Background: an optimization exercise with open tools, aiming at small area. Do not read the settings as production practice.
Function not checked in this run: the RTL went through the layout flow alone.
Power is estimated from default activity; no workload was simulated.

===== design/flow/run.sh =====
#!/bin/bash
# synth_recipe.tcl (not shown) runs the flow's synth.tcl, then flattens the netlist and writes it again
# the make line also repeats each setting of config.mk as NAME=value (left out here)
make -C /OpenROAD-flow-scripts/flow DESIGN_CONFIG=/design/flow/config.mk WORK_HOME=/design/flow/orfs CLKGATE_MAP_FILE= SYNTH_SCRIPT=/design/flow/synth_recipe.tcl finish

===== design/flow/config.mk =====
export PLATFORM = sky130hd
export DESIGN_NAME = quad_disc_root
export DESIGN_NICKNAME = quad_disc_root
export VERILOG_FILES = /design/flow/design.v
export SDC_FILE = /design/flow/constraint.sdc
export NUM_CORES = 4
export LEC_CHECK = 0
export ABC_AREA = 1
export CAP_MARGIN = 20
export CORE_MARGIN = 2
export CORE_UTILIZATION = 60
export SLEW_MARGIN = 20

===== design/flow/constraint.sdc =====
create_clock -name core_clock -period 13.5 [get_ports {CLK}]
set_input_delay 2.7000 -clock core_clock [delete_from_list [all_inputs] [get_ports {CLK}]]
set_output_delay 2.7000 -clock core_clock [all_outputs]
set_load 0.01 [all_outputs]

===== design/flow/design.v =====
package quad_pkg;
   localparam int W_IN_DEF   = 16;
   localparam int W_DISC_DEF = 2*W_IN_DEF + 2;
   localparam int W_ROOT_DEF = W_IN_DEF + 1;
   localparam logic [1:0] ST_NONE   = 2'd0;
   localparam logic [1:0] ST_DOUBLE = 2'd1;
   localparam logic [1:0] ST_TWO    = 2'd2;
   localparam logic [1:0] ST_DEGEN  = 2'd3;
endpackage
module quad_isqrt #(
   parameter int W_ROOT = quad_pkg::W_ROOT_DEF
) (
   input  logic [W_ROOT:0]   rem_i,
   input  logic [1:0]        pair_i,
   input  logic [W_ROOT-1:0] root_i,
   output logic [W_ROOT:0]   rem_o,
   output logic              bit_o
);
   logic [W_ROOT+2:0] rem_t, trial, diff;
   logic              c;
   always_comb begin
      rem_t = {rem_i, pair_i};
      trial = {1'b0, root_i, 2'b01};
      c     = 1'b1;
      for (int k = 0; k <= W_ROOT+2; k++) begin
         diff[k] = rem_t[k] ^ ~trial[k] ^ c;
         c       = (rem_t[k] & ~trial[k]) | (c & (rem_t[k] ^ ~trial[k]));
      end
      bit_o = c;
      rem_o = bit_o ? diff[W_ROOT:0] : rem_t[W_ROOT:0];
   end
endmodule
module quad_disc_root #(
   parameter int W_IN   = quad_pkg::W_IN_DEF,
   parameter int W_DISC = 2*W_IN + 2,
   parameter int W_ROOT = W_IN + 1
) (
   input  logic                     CLK,
   input  logic                     RST,
   input  logic                     START,
   input  logic signed [W_IN-1:0]   A,
   input  logic signed [W_IN-1:0]   B,
   input  logic signed [W_IN-1:0]   C,
   output logic                     BUSY,
   output logic                     DONE,
   output logic signed [W_DISC-1:0] DISC,
   output logic        [W_ROOT-1:0] SQRT,
   output logic                     EXACT,
   output logic        [1:0]        ST
);
   localparam int WH = W_DISC - W_IN + 1;    
   logic              run_q, done_q, az_q;
   logic [5:0]        cnt_q;
   logic [W_ROOT:0]   ar_q;     
   logic [W_ROOT-1:0] br_q;     
   logic [WH-1:0]     hi_q;     
   logic [W_IN-1:0]   lo_q;     
   logic [W_DISC-1:0] disc_q;
   logic [W_ROOT-1:0] sqrt_q;
   logic              exact_q;
   logic [1:0]        st_q;
   logic              accept, mul, sq, fin, half, last, pbit, sub;
   logic [WH:0]       opnd, addend, sum;
   function automatic logic [WH:0] add_rc(input logic [WH:0] x, input logic [WH:0] y,
                                          input logic ci);
      logic c;
      c = ci;
      for (int k = 0; k <= WH; k++) begin
         add_rc[k] = x[k] ^ y[k] ^ c;
         c         = (x[k] & y[k]) | (c & (x[k] ^ y[k]));
      end
   endfunction
   function automatic logic [5:0] inc6(input logic [5:0] x);
      logic c;
      c = 1'b1;
      for (int k = 0; k < 6; k++) begin
         inc6[k] = x[k] ^ c;
         c       = x[k] & c;
      end
   endfunction
   logic [W_ROOT:0]   rem_n;
   logic              root_bit;
   logic [W_DISC-1:0] dcur;
   assign accept = START & ~run_q;
   assign mul    = run_q & ~cnt_q[5];
   assign sq     = run_q & cnt_q[5] & (cnt_q[4:0] <= 5'd16);
   assign fin    = run_q & (cnt_q == 6'd49);
   assign half   = cnt_q[0];
   assign last   = (cnt_q[4:1] == 4'd15);
   assign pbit   = half ? lo_q[0] : br_q[cnt_q[4:1]];
   assign sub    = half ^ last;
   assign opnd   = half ? {{(WH-W_IN-1){ar_q[W_IN-1]}}, ar_q[W_IN-1:0], 2'b00}
                        : {{(WH-W_IN+1){br_q[W_IN-1]}}, br_q[W_IN-1:0]};
   assign addend = pbit ? (sub ? ~opnd : opnd) : '0;
   assign sum    = add_rc({hi_q[WH-1], hi_q}, addend, pbit & sub);
   assign dcur   = {hi_q[W_DISC-W_IN-1:0], lo_q};
   quad_isqrt #(.W_ROOT(W_ROOT)) u_isqrt (
      .rem_i  (ar_q),
      .pair_i (hi_q[W_DISC-W_IN-1 -: 2]),
      .root_i (br_q),
      .rem_o  (rem_n),
      .bit_o  (root_bit)
   );
   always_ff @(posedge CLK) begin
      if (accept) begin
         ar_q <= {{(W_ROOT+1-W_IN){1'b0}}, A};
         br_q <= {{(W_ROOT-W_IN){1'b0}}, B};
         hi_q <= '0;
         lo_q <= C;
         az_q <= (A == '0);
      end else if (mul) begin
         if (half) begin
            hi_q <= sum[WH:1];
            lo_q <= {sum[0], lo_q[W_IN-1:1]};
         end else begin
            hi_q <= sum[WH-1:0];
         end
         if (cnt_q[4:0] == 5'd31) begin
            ar_q <= '0;
            br_q <= '0;
         end
      end else if (sq) begin
         {hi_q[W_DISC-W_IN-1:0], lo_q} <= {dcur[W_DISC-3:0], dcur[W_DISC-1 -: 2]};
         ar_q <= rem_n;
         br_q <= {br_q[W_ROOT-2:0], root_bit};
      end
   end
   always_ff @(posedge CLK) begin
      if (RST) begin
         run_q <= 1'b0;
         cnt_q <= '0;
      end else if (accept) begin
         run_q <= 1'b1;
         cnt_q <= '0;
      end else if (run_q) begin
         cnt_q <= inc6(cnt_q);
         if (fin) run_q <= 1'b0;
      end
   end
   always_ff @(posedge CLK) begin
      if (RST) begin
         done_q  <= 1'b0;
         disc_q  <= '0;
         sqrt_q  <= '0;
         exact_q <= 1'b0;
         st_q    <= quad_pkg::ST_NONE;
      end else begin
         done_q <= fin;
         if (fin) begin
            disc_q  <= dcur;
            sqrt_q  <= (az_q | dcur[W_DISC-1]) ? '0 : br_q;
            exact_q <= ~az_q & ~dcur[W_DISC-1] & (ar_q == '0);
            if (az_q)                 st_q <= quad_pkg::ST_DEGEN;
            else if (dcur[W_DISC-1])  st_q <= quad_pkg::ST_NONE;
            else if (br_q == '0)      st_q <= quad_pkg::ST_DOUBLE;
            else                      st_q <= quad_pkg::ST_TWO;
         end
      end
   end
   assign BUSY  = run_q;
   assign DONE  = done_q;
   assign DISC  = disc_q;
   assign SQRT  = sqrt_q;
   assign EXACT = exact_q;
   assign ST    = st_q;
endmodule

==> summary.md <==
| Metric | Value |
|---|---|
| Die Y | `114 um` |
| Post-Synthesis Cell Area | `7210 sq um` |
| Initial core utilization | `between 60% and 70%` |
| Multiplexer share of the synthesized area | `0%` |
| Metal3 WL | `about 1200 um` |
| Synth area leaders | `dfxtp_1, edfxtp_1, fa_1, nand2_1, o21ai_0` |
| Final min period | `between 9000 and 10000 ps` |
| Max Cap Viol | `0` |
| Period Utilization, post-route | `between 70% and 80%` |
| Filler cells | `883` |
| Die X-Extent | `~110 um` |
| Worst Hold Class | `flip-flop to flip-flop` |
| P&R area growth vs syn | `22.2%` |
| CTS hold repair buffers | `0` |
| Largest family of logic cells by synthesized area | `compound AO/OA/AOI/OAI gates` |
| Initial antenna violation count | `0` |
| Synth Warn # | `2` |
| CP max stage cell | `fa_1` |
| Clk sinks | `133` |
| Worst flop-to-flop path endpoint | `hi_q[17]` |
| Deepest clock path buffer count | `2` |
| Antenna-violating nets left | `0` |
| # resized after CTS | `0` |
| Post-synth top flop | `dfxtp_1` |
| Clock Skews | `slightly above 10 ps` |
| PD cells | `~130 nW/um^2` |
| Max Fclk | `roughly 100 MHz` |
| Die Area | `approximately 13000 sq um` |
| Maximum vdd drop | `0.105 mV` |
| Relative slew slack | `a little over two fifths` |
| Hold wc startpoint | `exact_q` |
| Register-to-register setup slack | `3930 ps` |
| Via density | `around 5.7` |
| Hold path depth | `2` |
| Vias in the first global route | `5998` |
| DP Cell Count | `between 1000 and 1500` |
| Adder-cell share of the synthesized area | `between 10% and 20%` |
| Max-slew violation count | `0` |
| Crit Path Category | `flip-flop to flip-flop` |
| Root Buffer | `clkbuf_16` |
| Top layer in use | `met4` |
| Worst r2r src | `cnt_q[0]` |
| Routed WL | `18900 um` |
| Outcome | `finished clean` |
| Crit path buffers/inverters | `5` |
| Post-synthesis async set-or-reset flop share | `0%` |
| Library cells used by synthesis | `40` |
| RSZ-0062 raised after global routing | `no` |
| CTS buffer count | `17` |
| Fraction of layout cells with a size suffix above 1 | `under 10%` |
| Arr. time, crit path | `just under 10000 ps` |
| Area of the multi-input gates | `between 3000 and 4000 sq um` |
| Port bufs | `106` |
| CP startpoint kind | `flip-flop` |
| Syn_nets | `between 900 and 1000` |
| Synth top area share | `a little under a quarter` |
| Post-Synth XOR/XNOR Area | `2.31%` |
| Worst skew pair latency | `between 400 and 500 ps` |
| Worst Tran Pin Value | `roughly 860 ps` |
| Mapped Avg Cell Area | `about 8.6 sq um` |
| Final #Nets | `1017` |
| LEAKAGE | `roughly 0.0035 uW` |
| Postcts setup bufs | `0` |
| Core ar. | `around 12000 sq um` |
| Via count | `~6200` |
| Compound-Gate Fraction of Synth Area | `roughly a fifth` |
| Flops & latches, synth | `between 100 and 150` |
| Largest stage delay, worst path | `530 ps` |
| R2R depth | `31` |
| Io pins | `approximately 110` |
| Storage cell area | `roughly 3200 sq um` |
| Worst-case hold path end point | `exact_q` |
| Top delay family on crit path | `adder cells` |
| Final hold violation count | `0` |
| Dpl hpwl | `approximately 14000 um` |
| RD Place Congestion | `between 0.9 and 1` |
| Number of flops mapped to enable cells by yosys | `49` |
| Worst Setup End Kind | `flip-flop` |
| Detail Route met2 WL | `about 9300 um` |
| CP Data Required Time | `~14000 ps` |
| Finished Layout Cells | `roughly 1100` |
| First-pass GRT wire length | `between 30000 and 40000 um` |
| Largest net degree at the start of global routing | `between 50 and 60` |
| Part of the Yosys area used for sequential elements | `43.7%` |
| Clock H-tree levels | `4` |
| Synthesized instance count | `835` |
| Router iterations before antenna repair | `5` |
| Total grt overflow | `0` |
| Leading cell types in the layout, fill and taps excluded | `nand2_1, o21ai_0, clkdlybuf4s50_1, inv_1, dfxtp_1` |
| Setup TNS | `0 ps` |
| Worst-path clk slew | `approximately 60 ps` |
| Most used cell, CP | `fa_1` |
| Crit Path Max Fanout | `51` |
| M1 WL | `slightly below 8000 um` |
| Yosys top cell by area | `dfxtp_1` |
| TritonCTS clock tree | `built` |
| # DRC | `0` |
| WL/cell | `17.5 um` |
| Ant. Diodes | `0` |
| Rows | `40` |
| Final setup violation count | `0` |
| Most common cell after layout, fill and taps aside | `nand2_1` |
| Simple-Gate Fraction of Synth Area | `between 10% and 20%` |
| Overall routing resource usage | `30.8%` |
| Initial DRC Count | `between 500 and 600` |
==> synth_stat cells, drive strengths merged, types with 17 or more instances <==
cell,n
a21oi,49
dfxtp,84
fa,36
a32o,17
nand2,161
buf,25
xor2,18
o21ai,141
edfxtp,49
inv,99
nor2,71
clkbuf,18
==> through the flow <==
stage          hold WS, ps  total power [uW]  setup WS, ps  util, %  area [sq um]
6_report               455              1120          3930     74.3          8810
5_1_grt                472              1170          3290     74.3          8810
4_1_cts                458              1120          4010     74.3          8810
3_5_place_dp           444               677          4030     69.5          8240
3_3_place_gp           445               668          4280     69.5          8240
2_1_floorplan          477               612          5050        -          7210
==> layout make-up <==
class	instances	area share, %
Multi-Input combinational cell	560	38.9
Sequential cell	133	35.8
Timing Repair Buffer	111	12.5
Clock buffer	19	5.03
Inverter	99	4.22
Tap cell	147	2.09
Clock inverter	13	1.49
==> flip-flops by register name, summed over array words and instances (netlist names) <==
name	cells
st_q	2
ar_q	18
disc_q	34
cnt_q	6
exact_q	1
run_q	1
done_q	1
lo_q	16
sqrt_q	17
br_q	17
az_q	1
hi_q	19
==> worst register-to-register path, delay by kind of cell (launching register included) <==
kind                       cells  cell delay (ps)
AOI/OAI and AO/OA              3              420
DFF                            1              300
buffers and inverters          5             1050
adders and majority gates     19             6910
and+or+nand+nor                4              830
==> worst max path at each step <==
stage               startpoint       end  slack [ps]  cells after the start
floorplan             cnt_q[0]  hi_q[17]        5050                     32
global placement      cnt_q[0]  hi_q[17]        4280                     31
detailed placement    cnt_q[0]  hi_q[17]        4030                     31
CTS                   cnt_q[0]  hi_q[17]        4010                     31
global route          cnt_q[0]  hi_q[17]        3290                     31
finish                cnt_q[0]  hi_q[17]        3930                     31
==> cell families (layout without fill, tap and decap cells) <==
group                      Yosys count  in the layout
xor gates and xnor gates            19             19
and+or+nand+nor                    259            259
DFF                                133            133
buffers and inverters              142            242
adders and majority gates           44             44
AOI/OAI and AO/OA                  238            238
==> report_power, final <==
group          internal [uW]  switching, uW  leakage [uW]
combinational           74.2            122       0.00211
sequential               448           28.4       0.00116
clock                    275            174      0.000274
==> routing by layer <==
layer  vias up  track usage (%)
li1       2973                -
met1      2945             39.3
met2       258             51.2
met3        44             6.70
met4         0             12.7
met5         -                0

==> separate check: timing with driven ports <==
The results above use ideal ports. As a check the final layout listed here was re-extracted and re-timed, cells and wires unchanged.
Step 1 assumes that a clkbuf_16 drives the clock port and a buf_2 every other input.
Step 2 adds t to the input delays and takes it off the output delays; t is the mean of the earliest and latest rising clock arrival at the registers after step 1. Input paths then give back, and output paths get back, about the clock's delay inside the block.
Slacks: ideal / step 1 / step 2; pairs: ideal / step 1.
shift t [ns]: 0.459
setup slack, ns: 3.927 / 3.927 / 3.927
worst setup path after step 2: register to register
worst register clock-pin slew, ns: 0.06 / 0.06
worst data-port slew with drivers (ns): 0.04
After both steps this run still meets setup and hold. For this run, drivers alone change the setup slack by 0.000 ns; drivers and shift together by 0.000 ns.
